This is an optimization exercise on Yosys and OpenROAD, whose aim is small area, a short achievable clock period and few clock cycles, not a production implementation. Where RTL was checked, it was by simulation tests only, not by an equivalence proof against the original.

==> flow/design.v <==
`default_nettype none
package store_pkg;
  localparam int unsigned BUS_NIBBLES = 16;
  localparam int unsigned BUS_BYTES   = 8;
  localparam int unsigned BUS_NB_W    = 4;
  localparam int unsigned SEQ_NIBBLES = 32;
  localparam int unsigned SEQ_NB_W    = 5;
  typedef struct packed {
    logic [SEQ_NIBBLES-1:0][3:0] nb;
    logic [SEQ_NIBBLES-1:0]      en;
  } seq_entry_t;
  typedef struct packed {
    logic [BUS_NB_W-1:0] addr_off;
    logic                is_head;
    logic [BUS_NB_W:0]   lbn;
    logic                is_last;
    logic                is_final;
  } txn_beat_t;
  typedef struct packed {
    logic [7:0] vstart;
    logic [1:0] eew;
  } meta_t;
  typedef struct packed {
    logic [4*BUS_NIBBLES-1:0] data;
    logic [BUS_BYTES-1:0]     strb;
    logic                     last;
  } w_beat_t;
  typedef struct packed {
    logic                load;
    logic [SEQ_NB_W-1:0] load_ptr;
    logic                advance;
    logic [BUS_NB_W:0]   adv_cnt;
    logic                bus_clear;
    logic                seq_clear;
  } cursor_cmd_t;
  typedef struct packed {
    logic [BUS_NB_W:0]   start;
    logic [BUS_NB_W:0]   upper;
    logic [SEQ_NB_W-1:0] seq_ptr;
  } pack_win_t;
endpackage
`default_nettype wire
`timescale 1ns/1ps
`default_nettype none
module ready_gate_rx (
  input  wire logic a_i,
  input  wire logic b_i,
  input  wire logic w_i,
  output logic      y_o
);
  assign y_o = a_i || (b_i && w_i);
endmodule
module ready_gate_tx (
  input  wire logic a_i,
  input  wire logic b_i,
  input  wire logic c_i,
  input  wire logic w_i,
  input  wire logic d_i,
  input  wire logic v_i,
  output logic      y_o
);
  assign y_o = a_i || (b_i && (c_i || w_i) && (d_i || v_i));
endmodule
`default_nettype wire
`timescale 1ns/1ps
`default_nettype none
module seq_store_top (
  input  wire logic                  clk_i,
  input  wire logic                  rst_ni,
  input  wire logic                  rx_deshfu_valid_i,
  output logic                       rx_deshfu_ready_o,
  input  wire store_pkg::seq_entry_t rx_deshfu_i,
  input  wire logic                  txn_valid_i,
  output logic                       txn_ready_o,
  input  wire store_pkg::txn_beat_t  txn_i,
  input  wire logic                  meta_valid_i,
  output logic                       meta_ready_o,
  input  wire store_pkg::meta_t      meta_i,
  output logic                       axi_w_valid_o,
  input  wire logic                  axi_w_ready_i,
  output store_pkg::w_beat_t         axi_w_o
);
  logic        in_req_q;
  logic        hold_q;
  logic        view_hold_q;   
  logic [4:0]  ptr_q;
  logic [15:0][3:0] hi_nb_q;
  logic [15:0]      hi_en_q;
  logic        out_valid_q;
  store_pkg::w_beat_t out_q;
  logic        tq_valid_q;
  logic [3:0]  tq_lower_q;
  logic [4:0]  tq_cnt_q;
  logic        tq_last_q;
  logic        tq_final_q;
  logic        tn_valid_q;
  logic [3:0]  tn_lower_q;
  logic [4:0]  tn_cnt_q;
  logic        tn_last_q;
  logic        tn_final_q;
  logic [4:0]  sum_q;     
  logic        span_q;    
  logic        ge17_q;    
  logic        ge32_q;    
  logic [4:0]  rot_q;     
  logic        mv0_q;
  logic        mv1_q;
  logic [4:0]  moff0_q;
  logic [4:0]  moff1_q;
  logic base;
  logic straddle;
  logic slot_free;
  logic need_x;
  logic step;
  logic capture;
  logic take_x;
  logic fin;
  logic load_meta;
  logic tn_move;
  logic tn_load;
  assign base      = in_req_q && tq_valid_q;
  assign straddle  = !hold_q && span_q;
  assign slot_free = !out_valid_q || axi_w_ready_i;
  assign need_x    = !hold_q || span_q;
  assign fin       = tq_final_q;
  assign capture   = base && straddle && rx_deshfu_valid_i;
  assign step      = base && !straddle && slot_free && (!need_x || rx_deshfu_valid_i);
  assign take_x    = capture || (step && (fin ? need_x : (!hold_q && ge17_q)));
  assign load_meta = mv0_q && (!in_req_q || (step && fin));
  assign tn_move   = step || !tq_valid_q;
  assign tn_load   = txn_valid_i && txn_ready_o;
  logic ready_go;     
  logic ready_free;   
  logic rx_pre_a;
  logic rx_pre_b;
  logic tx_pre_a;
  logic tx_pre_b;
  assign ready_go   = base && !straddle;
  assign ready_free = !need_x;
  assign rx_pre_a   = (base && straddle)
                      || (ready_go && !out_valid_q && (fin ? need_x : (!hold_q && ge17_q)));
  assign rx_pre_b   = ready_go && (fin ? need_x : (!hold_q && ge17_q));
  assign tx_pre_a   = !tn_valid_q || !tq_valid_q;
  assign tx_pre_b   = tn_valid_q && tq_valid_q && ready_go;
  ready_gate_tx u_txn_ready (
    .a_i (tx_pre_a),
    .b_i (tx_pre_b),
    .c_i (!out_valid_q),
    .w_i (axi_w_ready_i),
    .d_i (ready_free),
    .v_i (rx_deshfu_valid_i),
    .y_o (txn_ready_o)
  );
  ready_gate_rx u_rx_ready (
    .a_i (rx_pre_a),
    .b_i (rx_pre_b),
    .w_i (axi_w_ready_i),
    .y_o (rx_deshfu_ready_o)
  );
  assign meta_ready_o      = !mv1_q;
  logic [4:0] meta_off;
  logic [4:0] ptr_n;
  always_comb begin
    case (meta_i.eew)
      2'd0:    meta_off = {meta_i.vstart[3:0], 1'b0};
      2'd1:    meta_off = {meta_i.vstart[2:0], 2'b0};
      2'd2:    meta_off = {meta_i.vstart[1:0], 3'b0};
      default: meta_off = {meta_i.vstart[0], 4'b0};
    endcase
  end
  logic [4:0] ptr_1;    
  logic [4:0] ptr_0;    
  logic [3:0] lower_0;
  logic [4:0] cnt_0;
  logic [5:0] sum_1;
  logic [5:0] sum_0;
  logic [4:0] rot_1;
  logic [4:0] rot_0;
  assign ptr_1   = fin ? moff0_q : sum_q;
  assign ptr_0   = in_req_q ? ptr_q : moff0_q;
  assign lower_0 = tq_valid_q ? tq_lower_q : tn_lower_q;
  assign cnt_0   = tq_valid_q ? tq_cnt_q : tn_cnt_q;
  assign sum_1   = {1'b0, ptr_1} + {1'b0, tn_cnt_q};
  assign sum_0   = {1'b0, ptr_0} + {1'b0, cnt_0};
  assign rot_1   = ptr_1 - {1'b0, tn_lower_q};
  assign rot_0   = ptr_0 - {1'b0, lower_0};
  logic [5:0] sum_s;
  logic [4:0] rot_s;
  assign ptr_n = step ? ptr_1 : ptr_0;
  assign sum_s = step ? sum_1 : sum_0;
  assign rot_s = step ? rot_1 : rot_0;
  always_ff @(posedge clk_i or negedge rst_ni) begin
    if (!rst_ni) begin
      in_req_q   <= 1'b0;
      hold_q     <= 1'b0;
      view_hold_q <= 1'b0;
      tq_valid_q <= 1'b0;
      tn_valid_q <= 1'b0;
    end else begin
      if (capture) begin
        hold_q <= 1'b1;
      end else if (step) begin
        if (fin) begin
          hold_q <= 1'b0;
        end else if (hold_q) begin
          hold_q <= !ge32_q;
        end else begin
          hold_q <= ge17_q && !ge32_q;
        end
      end
      if (capture) begin
        view_hold_q <= 1'b1;
      end else if (step) begin
        view_hold_q <= !fin && !ge32_q && (view_hold_q || ge17_q);
      end
      if (load_meta) begin
        in_req_q <= 1'b1;
      end else if (step && fin) begin
        in_req_q <= 1'b0;
      end
      if (tn_move) begin
        tq_valid_q <= tn_valid_q;
      end
      if (txn_ready_o) begin
        tn_valid_q <= txn_valid_i;
      end
    end
  end
  always_ff @(posedge clk_i) begin
    ptr_q  <= ptr_n;
    sum_q  <= sum_s[4:0];
    span_q <= step ? sum_1 > 6'd32 : sum_0 > 6'd32;
    ge17_q <= step ? sum_1 >= 6'd17 : sum_0 >= 6'd17;
    ge32_q <= sum_s[5];
    rot_q  <= rot_s;
    if (tn_move) begin
      tq_lower_q <= tn_lower_q;
      tq_cnt_q   <= tn_cnt_q;
      tq_last_q  <= tn_last_q;
      tq_final_q <= tn_final_q;
    end
    if (tn_load) begin
      tn_lower_q <= txn_i.is_head ? txn_i.addr_off : 4'd0;
      tn_cnt_q   <= (txn_i.is_last ? txn_i.lbn : 5'd16)
                    - {1'b0, txn_i.is_head ? txn_i.addr_off : 4'd0};
      tn_last_q  <= txn_i.is_last;
      tn_final_q <= txn_i.is_final;
    end
  end
  logic meta_push;
  assign meta_push = meta_valid_i && !mv1_q;
  always_ff @(posedge clk_i or negedge rst_ni) begin
    if (!rst_ni) begin
      mv0_q <= 1'b0;
      mv1_q <= 1'b0;
    end else begin
      if (load_meta) begin
        mv0_q <= mv1_q || meta_push;
        mv1_q <= 1'b0;
      end else begin
        mv0_q <= mv0_q || meta_push;
        mv1_q <= mv1_q || (mv0_q && meta_push);
      end
    end
  end
  always_ff @(posedge clk_i) begin
    if (load_meta ? !mv1_q : !mv0_q) begin
      moff0_q <= meta_off;
    end else if (load_meta) begin
      moff0_q <= moff1_q;
    end
    if (meta_push && mv0_q && !load_meta) begin
      moff1_q <= meta_off;
    end
  end
  always_ff @(posedge clk_i) begin
    if (take_x) begin
      for (int j = 0; j < 16; j++) begin
        hi_nb_q[j] <= rx_deshfu_i.nb[16+j];
      end
      hi_en_q <= rx_deshfu_i.en[31:16];
    end
  end
  logic [31:0][4:0] view;
  always_comb begin
    for (int j = 0; j < 32; j++) begin
      if (j >= 17 && view_hold_q) begin
        view[j] = {hi_en_q[j-16], hi_nb_q[j-16]};
      end else begin
        view[j] = {rx_deshfu_i.en[j], rx_deshfu_i.nb[j]};
      end
    end
  end
  logic [30:0][4:0] r4;
  logic [22:0][4:0] r3;
  logic [18:0][4:0] r2;
  logic [16:0][4:0] r1;
  logic [15:0][4:0] r0;
  always_comb begin
    for (int k = 0; k < 31; k++) r4[k] = rot_q[4] ? view[(k+16)%32] : view[k];
    for (int k = 0; k < 23; k++) r3[k] = rot_q[3] ? r4[k+8] : r4[k];
    for (int k = 0; k < 19; k++) r2[k] = rot_q[2] ? r3[k+4] : r3[k];
    for (int k = 0; k < 17; k++) r1[k] = rot_q[1] ? r2[k+2] : r2[k];
    for (int k = 0; k < 16; k++) r0[k] = rot_q[0] ? r1[k+1] : r1[k];
  end
  logic [4:0]       tq_upper;
  logic [15:0][3:0] bus_nb;
  assign tq_upper = {1'b0, tq_lower_q} + tq_cnt_q;
  logic [15:0]      bus_en;
  logic [7:0]       bus_strb;
  always_comb begin
    for (int i = 0; i < 16; i++) begin
      if (4'(i) >= tq_lower_q && 5'(i) < tq_upper) begin
        bus_nb[i] = r0[i][3:0];
        bus_en[i] = r0[i][4];
      end else begin
        bus_nb[i] = 4'd0;
        bus_en[i] = 1'b0;
      end
    end
    for (int k = 0; k < 8; k++) begin
      bus_strb[k] = bus_en[2*k] | bus_en[2*k+1];
    end
  end
  always_ff @(posedge clk_i or negedge rst_ni) begin
    if (!rst_ni) begin
      out_valid_q <= 1'b0;
    end else if (step) begin
      out_valid_q <= 1'b1;
    end else if (axi_w_ready_i) begin
      out_valid_q <= 1'b0;
    end
  end
  always_ff @(posedge clk_i) begin
    if (step) begin
      out_q.data <= bus_nb;
      out_q.strb <= bus_strb;
      out_q.last <= tq_last_q;
    end
  end
  assign axi_w_valid_o = out_valid_q;
  assign axi_w_o       = out_q;
endmodule
`default_nettype wire
clock: 6.3 ns
lec_check: 0
cap_margin: 20
core_margin: 2
core_utilization: 60
cts_cluster_diameter: 70
cts_cluster_size: 32
setup_slack_margin: 3.3
slew_margin: 20
synth_hierarchical: 1
standard.sh (not shown) runs the stock make flow with config.mk's settings and CLKGATE_MAP_FILE= SYNTH_SCRIPT=/design/flow/synth_recipe.tcl, a recipe that flattens the netlist after the stock synthesis.
==> flow/flow/run.sh <==
#!/bin/bash
# Standard ORFS layout, with the port buffers inserted as the smallest buffer
# (the resizer still upsizes any that timing needs).
set -euo pipefail
export BUFFER_PORTS_ARGS="-buffer_cell sky130_fd_sc_hd__buf_1"
bash standard.sh finish > standard_flow.log 2>&1
Change:
--- a/flow/design.v
+++ b/flow/design.v
@@ -101,6 +101,9 @@
   logic [4:0]  sum_q;     
   logic        span_q;    
   logic        ge17_q;    
+  logic        rdy_s0_q;  
+  logic        rdy_v0_q;  
+  logic        rdy_v1_q;  
   logic        ge32_q;    
   logic [4:0]  rot_q;     
   logic        mv0_q;
@@ -137,9 +140,8 @@
   logic tx_pre_b;
   assign ready_go   = base && !straddle;
   assign ready_free = !need_x;
-  assign rx_pre_a   = (base && straddle)
-                      || (ready_go && !out_valid_q && (fin ? need_x : (!hold_q && ge17_q)));
-  assign rx_pre_b   = ready_go && (fin ? need_x : (!hold_q && ge17_q));
+  assign rx_pre_b   = in_req_q && (hold_q ? rdy_v1_q : rdy_v0_q);
+  assign rx_pre_a   = (in_req_q && !hold_q && rdy_s0_q) || (rx_pre_b && !out_valid_q);
   assign tx_pre_a   = !tn_valid_q || !tq_valid_q;
   assign tx_pre_b   = tn_valid_q && tq_valid_q && ready_go;
   ready_gate_tx u_txn_ready (
@@ -186,6 +188,14 @@
   assign rot_0   = ptr_0 - {1'b0, lower_0};
   logic [5:0] sum_s;
   logic [4:0] rot_s;
+  logic       span_n;
+  logic       ge17_n;
+  logic       tqv_n;
+  logic       fin_n;
+  assign span_n = step ? sum_1 > 6'd32 : sum_0 > 6'd32;
+  assign ge17_n = step ? sum_1 >= 6'd17 : sum_0 >= 6'd17;
+  assign tqv_n  = tn_move ? tn_valid_q : tq_valid_q;
+  assign fin_n  = tn_move ? tn_final_q : tq_final_q;
   assign ptr_n = step ? ptr_1 : ptr_0;
   assign sum_s = step ? sum_1 : sum_0;
   assign rot_s = step ? rot_1 : rot_0;
@@ -229,8 +239,11 @@
   always_ff @(posedge clk_i) begin
     ptr_q  <= ptr_n;
     sum_q  <= sum_s[4:0];
-    span_q <= step ? sum_1 > 6'd32 : sum_0 > 6'd32;
-    ge17_q <= step ? sum_1 >= 6'd17 : sum_0 >= 6'd17;
+    span_q <= span_n;
+    ge17_q <= ge17_n;
+    rdy_s0_q <= tqv_n && span_n;
+    rdy_v0_q <= tqv_n && !span_n && (fin_n || ge17_n);
+    rdy_v1_q <= tqv_n && fin_n && span_n;
     ge32_q <= sum_s[5];
     rot_q  <= rot_s;
     if (tn_move) begin
=> Wire length is lower by 13%; die area is lower by 2.5%; via count is lower by 12%; utilization is higher by 1.1 points; worst hold slack degrades by 0.0067 ns; sequential cell count is higher by 3.
Testbench counts after the change, summed over its fixed seeds: cycles 8,613.
For the first run of this note, only the layout was checked, not whether the RTL still works.

-- static timing again, ports no longer ideal --
The flow's constraints put no driver on any port. The routed layouts listed below were extracted and timed again, unchanged, in two steps.
Step 1, drivers: a clkbuf_16 drives clk_i and a buf_2 each remaining input, both assumed.
Step 2 moves the port delays by t, midway between the first and last clock arrival at a register: inputs arrive t later, outputs are due t later. That takes back most of the time a late clock gives input paths.
Three values: ideal ports, drivers, drivers and shift; two values: the first two.
| run | t (ns) | setup slack, ns | worst slew at a driven data input, ns |
|---|---|---|---|
| the first run | 0.538 | 3.235 / 3.186 / 2.887 | 0.07 |
| the second run | 0.555 | 3.270 / 3.236 / 2.848 | 0.11 |
After both steps setup and hold are still met in every run listed. The setup slack of the second run, which loses most, moves by -0.034 ns with the drivers and by -0.422 ns with both steps.
